What follows belongs to an exercise in optimizing a design on an open flow for small area; a production flow would make more cautious choices.
Only simulation tests tie the RTL to the original design; equivalence was not proved.
No activity file was given, so power comes from the tool's default toggle rates.

--- flow/config.mk ---
export PLATFORM = sky130hd
export DESIGN_NAME = ctiQueue
export DESIGN_NICKNAME = ctiQueue
export VERILOG_FILES = /design/flow/design.v
export SDC_FILE = /design/flow/constraint.sdc
export NUM_CORES = 4
export LEC_CHECK = 0
export CAP_MARGIN = 20
export CORE_MARGIN = 2
export CORE_UTILIZATION = 40
export SETUP_SLACK_MARGIN = 0.2
export SLEW_MARGIN = 20
--- flow/constraint.sdc ---
create_clock -name core_clock -period 7.0 [get_ports {clk}]
set_input_delay 1.4000 -clock core_clock [delete_from_list [all_inputs] [get_ports {clk}]]
set_output_delay 1.4000 -clock core_clock [all_outputs]
set_load 0.01 [all_outputs]
--- flow/design.v ---
`timescale 1ns/1ps
module slotCompactor
(
	input logic [3:0] ctrlVector_i,
	input logic [135:0] fetchSlots_i,
	input logic [3:0] tailPtr_i,
	output logic [135:0] bundleSlots_o,    
	output logic [2:0] bundleCount_o,
	output logic [15:0] ctiTags_o
);
	localparam int FetchWidth = 4;
	logic [2:0] prefix [FetchWidth+1];    
	always_comb
	begin
		prefix[0] = '0;
		for (int i = 0; i < FetchWidth; i++)
		begin
			if (ctrlVector_i[i])
				prefix[i+1] = prefix[i] + 3'd1;
			else
				prefix[i+1] = prefix[i];
		end
	end
	always_comb
	begin
		for (int i = 0; i < FetchWidth; i++)
		begin
			if (ctrlVector_i[i])
				ctiTags_o[4*i +: 4] = tailPtr_i + 4'(prefix[i]);
			else
				ctiTags_o[4*i +: 4] = '0;
		end
	end
	always_comb
	begin
		bundleSlots_o = '0;
		for (int i = 0; i < FetchWidth; i++)
		begin
			if (ctrlVector_i[i])
				bundleSlots_o[34*prefix[i] +: 34] = fetchSlots_i[34*i +: 34];    
		end
		bundleCount_o = prefix[FetchWidth];
	end
endmodule
`timescale 1ns/1ps
module queuePointers
(
	input logic clk,
	input logic reset,
	input logic recover_i,
	input logic stall_i,
	input logic fetchReady_i,
	input logic [2:0] allocCount_i,
	input logic resolveValid_i,
	input logic [3:0] commitVector_i,
	input logic headCommitted_i,
	output logic [3:0] tailPtr_o,
	output logic [3:0] headPtr_o,
	output logic allocEn_o,
	output logic resolveEn_o,
	output logic [2:0] commitCount_o,
	output logic [3:0] commitPtr_o,
	output logic updateEn_o,
	output logic queueFull_o
);
	localparam int CtiQueueDepth = 16;
	localparam int RetireWidth = 4;
	logic [3:0] headPtr;
	logic [3:0] tailPtr;
	logic [3:0] commitPtr;
	logic [4:0] occupancy;
	logic [4:0] freeSlots;
	logic [4:0] occupancyNext;
	logic [3:0] recoverCount;
	logic [2:0] commitCount;
	logic accept;
	always_comb
	begin
		commitCount = '0;
		for (int i = 0; i < RetireWidth; i++)
			commitCount = commitCount + {2'b00, commitVector_i[i]};
	end
	assign freeSlots = 5'(CtiQueueDepth) - occupancy;
	assign queueFull_o = {2'b00, allocCount_i} > freeSlots;
	assign accept = fetchReady_i & ~stall_i & ~queueFull_o & ~recover_i;
	assign updateEn_o = headCommitted_i & (|occupancy) & ~recover_i;
	assign recoverCount = commitPtr - headPtr;
	always_comb
	begin
		occupancyNext = occupancy;
		if (accept)
			occupancyNext = occupancyNext + {2'b00, allocCount_i};
		if (updateEn_o)
			occupancyNext = occupancyNext - 5'd1;
	end
	always_ff @(posedge clk)
	begin
		if (reset)
		begin
			headPtr <= '0;
			tailPtr <= '0;
			commitPtr <= '0;
			occupancy <= '0;
		end
		else
		begin
			if (updateEn_o)
				headPtr <= headPtr + 4'd1;
			commitPtr <= commitPtr + {1'b0, commitCount};    
			if (recover_i)
			begin
				tailPtr <= commitPtr;
				occupancy <= {1'b0, recoverCount};
			end
			else
			begin
				if (accept)
					tailPtr <= tailPtr + {1'b0, allocCount_i};
				occupancy <= occupancyNext;
			end
		end
	end
	assign allocEn_o = accept;
	assign resolveEn_o = resolveValid_i & ~recover_i;
	assign commitCount_o = recover_i ? 3'd0 : commitCount;
	assign commitPtr_o = commitPtr;
	assign tailPtr_o = tailPtr;
	assign headPtr_o = headPtr;
endmodule
`timescale 1ns/1ps
module entryStorage
(
	input logic clk,
	input logic reset,
	input logic [135:0] bundleSlots_i,
	input logic [2:0] bundleCount_i,
	input logic [36:0] resolve_i,
	input logic allocEn_i,
	input logic resolveEn_i,
	input logic [2:0] commitCount_i,
	input logic [3:0] tailPtr_i,
	input logic [3:0] commitPtr_i,
	input logic [3:0] headPtr_i,
	output logic headCommitted_o,
	output logic [66:0] update_o
);
	localparam int CtiQueueDepth = 16;
	localparam int FetchWidth = 4;
	localparam int RetireWidth = 4;
	logic [31:0] entryPc [CtiQueueDepth];
	logic [1:0] entryType [CtiQueueDepth];
	logic [31:0] entryTarget [CtiQueueDepth];
	logic entryTaken [CtiQueueDepth];
	logic [CtiQueueDepth-1:0] committed;
	logic [3:0] allocIdx [FetchWidth];
	logic [3:0] commitIdx [RetireWidth];
	logic [3:0] resolveTag;
	assign resolveTag = resolve_i[36:33];
	always_comb
	begin
		for (int k = 0; k < FetchWidth; k++)
			allocIdx[k] = tailPtr_i + 4'(k);
		for (int k = 0; k < RetireWidth; k++)
			commitIdx[k] = commitPtr_i + 4'(k);
	end
	always_ff @(posedge clk)
	begin
		if (allocEn_i)
		begin
			for (int k = 0; k < FetchWidth; k++)
			begin
				if (3'(k) < bundleCount_i)
				begin
					entryPc[allocIdx[k]] <= bundleSlots_i[34*k+2 +: 32];
					entryType[allocIdx[k]] <= bundleSlots_i[34*k +: 2];
				end
			end
		end
		if (resolveEn_i)
		begin
			entryTarget[resolveTag] <= resolve_i[32:1];
			entryTaken[resolveTag] <= resolve_i[0];
		end
	end
	always_ff @(posedge clk)
	begin
		if (reset)
			committed <= '0;
		else
		begin
			if (allocEn_i)
			begin
				for (int k = 0; k < FetchWidth; k++)
				begin
					if (3'(k) < bundleCount_i)
						committed[allocIdx[k]] <= 1'b0;
				end
			end
			for (int k = 0; k < RetireWidth; k++)
			begin
				if (3'(k) < commitCount_i)
					committed[commitIdx[k]] <= 1'b1;
			end
		end
	end
	assign headCommitted_o = committed[headPtr_i];
	always_comb
	begin
		update_o[66:35] = entryPc[headPtr_i];
		update_o[34:3] = entryTarget[headPtr_i];
		update_o[2:1] = entryType[headPtr_i];
		update_o[0] = entryTaken[headPtr_i];
	end
endmodule
`timescale 1ns/1ps
module ctiQueue
(
	input logic clk,
	input logic reset,
	input logic recover_i,
	input logic stall_i,
	input logic fetchReady_i,
	input logic [3:0] ctrlVector_i,
	input logic [135:0] fetchSlots_i,
	output logic [15:0] ctiTags_o,
	input logic resolveValid_i,
	input logic [36:0] resolve_i,
	input logic [3:0] commitVector_i,
	output logic updateEn_o,
	output logic [66:0] update_o,
	output logic queueFull_o
);
	logic [3:0] tailPtr;
	logic [3:0] headPtr;
	logic [3:0] commitPtr;
	logic [135:0] bundleSlots;
	logic [2:0] bundleCount;
	logic allocEn;
	logic resolveEn;
	logic [2:0] commitCount;
	logic headCommitted;
	slotCompactor compactor
	(
		.ctrlVector_i(ctrlVector_i),
		.fetchSlots_i(fetchSlots_i),
		.tailPtr_i(tailPtr),
		.bundleSlots_o(bundleSlots),
		.bundleCount_o(bundleCount),
		.ctiTags_o(ctiTags_o)
	);
	queuePointers pointers
	(
		.clk(clk),
		.reset(reset),
		.recover_i(recover_i),
		.stall_i(stall_i),
		.fetchReady_i(fetchReady_i),
		.allocCount_i(bundleCount),
		.resolveValid_i(resolveValid_i),
		.commitVector_i(commitVector_i),
		.headCommitted_i(headCommitted),
		.tailPtr_o(tailPtr),
		.headPtr_o(headPtr),
		.allocEn_o(allocEn),
		.resolveEn_o(resolveEn),
		.commitCount_o(commitCount),
		.commitPtr_o(commitPtr),
		.updateEn_o(updateEn_o),
		.queueFull_o(queueFull_o)
	);
	entryStorage storage
	(
		.clk(clk),
		.reset(reset),
		.bundleSlots_i(bundleSlots),
		.bundleCount_i(bundleCount),
		.resolve_i(resolve_i),
		.allocEn_i(allocEn),
		.resolveEn_i(resolveEn),
		.commitCount_i(commitCount),
		.tailPtr_i(tailPtr),
		.commitPtr_i(commitPtr),
		.headPtr_i(headPtr),
		.headCommitted_o(headCommitted),
		.update_o(update_o)
	);
endmodule
--- flow/run.sh ---
#!/bin/bash
# synth_recipe.tcl (not shown) runs the flow's synth.tcl, then flattens the netlist and writes it again
# the make line also repeats each setting of config.mk as NAME=value (left out here)
make -C /OpenROAD-flow-scripts/flow DESIGN_CONFIG=/design/flow/config.mk WORK_HOME=/design/flow/orfs CLKGATE_MAP_FILE= SYNTH_SCRIPT=/design/flow/synth_recipe.tcl finish
==> results.yml <==
status:
  status: "complete, no violations"
synth:
  netlist_area_sq_um: 67800
  async_flop_share_pct: 0
  synthMuxAreaShare_pct: 14.7
  synth_top_family_by_area: "compound AO/OA/AOI/OAI gates"
  yosys.area_share.simple_pct: 10.3
  ys_seq_area_share_pct: 48.6
  synth_top_flop_cell: "edfxtp_1"
  synth_xor_area_share_pct: 0.672
  synth_area_leaders: "edfxtp_1 (47%), mux4_2 (12%), a21oi_1 (4.7%)"
  netlist.area_leader.share_pct: 47.5
  synthesis.nets: 6375
  synth_fa_ha_area_share_pct: 1.34
  synth_cell_types: 90
  ys_ff_latch: 1109
  synth_compound_area_share_pct: 19.9
  synth_edf_count: 1072
  synth_top_area_cell: "edfxtp_1"
  syn-instance-count: 6120
  syn_area_per_cell_sq_um: 11.1
  ys.warnings.count: 6
critical_path:
  crit_path_end_kind: "primary output"
  crit_arrival_ns: 5.14
  cp-start-kind: "primary input"
  timing_worst_setup_path_type: "in2out"
  crit_top_cell: "inv_1"
  rr_worst_depth: 14
  r2r-start: "pointers.tailPtr[2]$_SDFFE_PP0P_"
  r2r-end: "storage.entryPc[0][3]$_DFFE_PP_"
  worst-path-stages: 14
  crit_family: "buffers and inverters"
  crit_fanout: 5
  cp_slowest_cell: "fa_4"
  required_ns: 5.60
  crit_chain: "clkdlybuf4s50_1 -> inv_1 -> fa_4 -> inv_1 -> ha_1 -> nand2_1 -> xnor2_1 -> inv_1 -> ha_1 -> and3b_1 -> o211ai_1 -> or2_2 -> inv_1 -> clkdlybuf4s50_1"
  r2r_setup_slack_ns: 2.60
  path_buf_inv: 6
  max_stage_delay_ns: 0.89
floorplanning:
  initial_core_util_pct: 40.1
  io_pins: 272
  rows: 151
  dieArea_sq_um: 173000
  die_h_um: 416
  core-area_sq_um: 169000
  die_w_um: 416
clocking:
  cts_buffers: 130
  cts_setup_buffers: 0
  cts_tree: "yes"
  cts.sinks: 1109
  clkLatencyLatePin_ns: 0.80
  clkTransAtPathRegs_ns: 0.05
  cts_hold_buf: 0
  clockRootBuffer: "clkbuf_16"
  cts_max_level: 4
  cts_buffer_depth: 3
grt:
  globalRouteMet3Util_pct: 7.46
  grt-busiest-layer: "met2"
  grt_usage_pct: 35.7
  grt_overflow_total: 0
  grt_pass1_vias: 57200
  antenna_found_initial: 10
  met1_usage_pct: 47.3
  use_met2_pct: 55.1
  grt_first_pass_wirelength_mm: 443
  grt_max_degree: 106
min_path:
  holdPathEnd: "storage.committed[7]$_SDFF_PP0_"
  hold_path.class: "reg2reg"
  min-delay-start: "storage.committed[7]$_SDFF_PP0_"
  hold_path_depth: 2
detailed_routing:
  drt_iter0_markers: 9042
  first_pass_iters: 10
  vias: 59800
  drc: 0
  via_per_inst: 6.81
  postRouteWirelength_mm: 316
  antenna_left: 0
  wire_per_inst_um: 35.9
sta:
  period_share_pct: 93.4
  tightest_slew_ns: 1.23
  holdWs_ns: 0.485
  slew_viol_final: 0
  hold_violations: 0
  skew_ns: 0.0452
  period_needed_ns: 6.54
  slew_headroom_pct: 17.7
  fin_ws_ns: 0.462
  setup_tns_ns: 0
  rsz0062_at_grt: "false"
  max_freq_mhz: 153
  setup_viol: 0
place:
  place_ws_ns: 0.0480
  gp_congestion: 1.02
  place_inst: 8550
  io_buffers: 271
  hpwlAfterDp_mm: 226
layout:
  n_fill_cell: 15100
  drive_gt1_share_pct: 20.4
  syn2layout_area_growth_pct: 20.9
  final_nets: 6719
  instances_no_fill: 8783
pwr:
  ir_worst_vdd_v: 0.000179
  p_leak_nw: 27.2
  powerDensity_nw_per_um2: 238
flow_run:
  cap_violations: 0
logic make-up (layout without fill, tap and decap cells):
logic type,Yosys count,count (layout)
other,0,2
adder cells (fa/ha/maj),68,68
flip-flops,1109,1109
AND/OR/NAND/NOR,1564,1564
XOR/XNOR,52,52
multiplexers,535,535
buffers and inverters,728,1171
AO/OA/AOI/OAI,2064,2064
cell usage after synthesis (51+ instances only):
master	number
edfxtp_1	1072
a21oi_1	634
nand2_1	569
nor2_1	480
clkbuf_1	452
mux4_2	361
o21ai_0	335
a211oi_1	305
a22oi_1	190
buf_2	155
nand3_1	155
mux2i_1	128
o221ai_1	92
nor3_1	84
o211ai_1	61
ha_1	60
a221oi_1	59
o22ai_1	59
buf_1	51
metal layers:
layer / part of all wire, % / up-vias
li1: - / 24900
met1: 38 / 29900
met2: 45 / 4186
met3: 10 / 838
met4: 6.0 / 8
met5: 0.019 / -
state kept, by name, summed over array words and instances (netlist names), named ones only:
name / flops
storage.entryPc: 512
storage.committed: 16
storage.entryType: 32
pointers.occupancy: 5
storage.entryTarget: 512
pointers.headPtr: 4
pointers.tailPtr: 4
pointers.commitPtr: 4
storage.entryTaken: 16
area by class of cell:
cell class	count	area, sq um	area share, %
inverter	50	188	0.229
timing repair buffer	890	9460	11.5
clock buffer	164	3380	4.13
multi-input combinational	4283	32400	39.5
clock inverter	67	800	0.976
tap	2218	2780	3.39
antenna	2	5.00	0.00611
sequential	1109	32900	40.2
timing repair:
| action | in CTS | in global routing |
|---|---|---|
| endpoints found under the hold margin | 0 | 0 |
| resized for setup | 0 | 1 |
| endpoints found under the setup margin | 0 | 1 |
cell usage in the layout, fill, tap and decap left out, types with 21 or more instances in the layout:
cell             instances
edfxtp_1              1072
a21oi_1                632
nand2_1                567
nor2_1                 463
buf_4                  451
mux4_2                 361
o21ai_0                331
a211oi_1               304
clkdlybuf4s50_1        270
a22oi_1                190
buf_12                 168
nand3_1                154
clkbuf_16              130
mux2i_1                128
o221ai_1                92
nor3_1                  73
o211ai_1                61
o22ai_1                 58
a221oi_1                57
ha_1                    55
inv_1                   47
mux2_2                  46
and2_1                  42
a31oi_1                 40
and3_1                  39
a22o_1                  35
xnor2_1                 34
clkbuf_1                34
dfxtp_1                 33
nor2b_1                 29
clkinv_1                28
nor4_2                  27
o2bb2ai_1               26
a222oi_1                25
or4_1                   24
a221o_1                 22
nand2b_1                21
o21ai_1                 21
where the power goes:
part	switching, W	internal, W	leakage, nW	total, W
clock	0.00295	0.00372	1.99	0.00667
combinational	0.00329	0.00190	15.2	0.00518
sequential	0.0000959	0.00753	10.0	0.00762
total	0.00633	0.0131	27.2	0.0195
tightest hold or removal path: stages (launching register included):
cell     delay, ns
dfxtp_1       0.31
o21ai_0       0.07
a21oi_1       0.06
metrics by stage:
step	instance area (sq um)	total power, W	util, %
2_1_floorplan	67900	0.0104	-
3_3_place_gp	77700	0.0127	46.0
3_5_place_dp	77700	0.0128	46.0
4_1_cts	81900	0.0194	48.5
5_1_grt	81900	0.0200	48.5
6_report	81900	0.0195	48.5
worst max path at each step:
stage | endpoint | slack, ns | start
after CTS | queueFull_o | 0.31 | ctrlVector_i[1]
after detailed placement | storage.entryPc[6][0]$_DFFE_PP_ | 0.05 | ctrlVector_i[1]
after floorplan | storage.entryPc[15][0]$_DFFE_PP_ | 0.22 | ctrlVector_i[2]
final | queueFull_o | 0.46 | ctrlVector_i[0]
after global placement | storage.entryPc[0][3]$_DFFE_PP_ | 0.13 | ctrlVector_i[1]
after global routing | queueFull_o | 0.32 | ctrlVector_i[0]

[port drivers added, routing unchanged]
How much do the figures lean on ideal ports? The routed layout below was timed once more, with nothing changed but the port constraints.
Step 1 sets driving cells, clkbuf_16 on the clock port and buf_2 on the other inputs (assumed; they add their load-dependent delay and slew).
Step 2 moves the port delays by t, midway between the first and last clock arrival at a register: inputs arrive t later, outputs are due t later. That takes back most of the time a late clock gives input paths.
a / b / c = no drivers / after step 1 / after step 2; a / b = the first two.
shift t [ns]: 0.877
slack for setup (ns): 0.462 / 0.437 / 0.030
hold slack, ns: 0.485 / 0.485 / 0.485
latest minus earliest clock arrival (ns): 0.049 / 0.049
worst register clock-pin slew, ns: 0.07 / 0.07
After both steps setup and hold are still met in this run. The setup slack of this run moves by -0.025 ns with the drivers and by -0.432 ns with both steps.
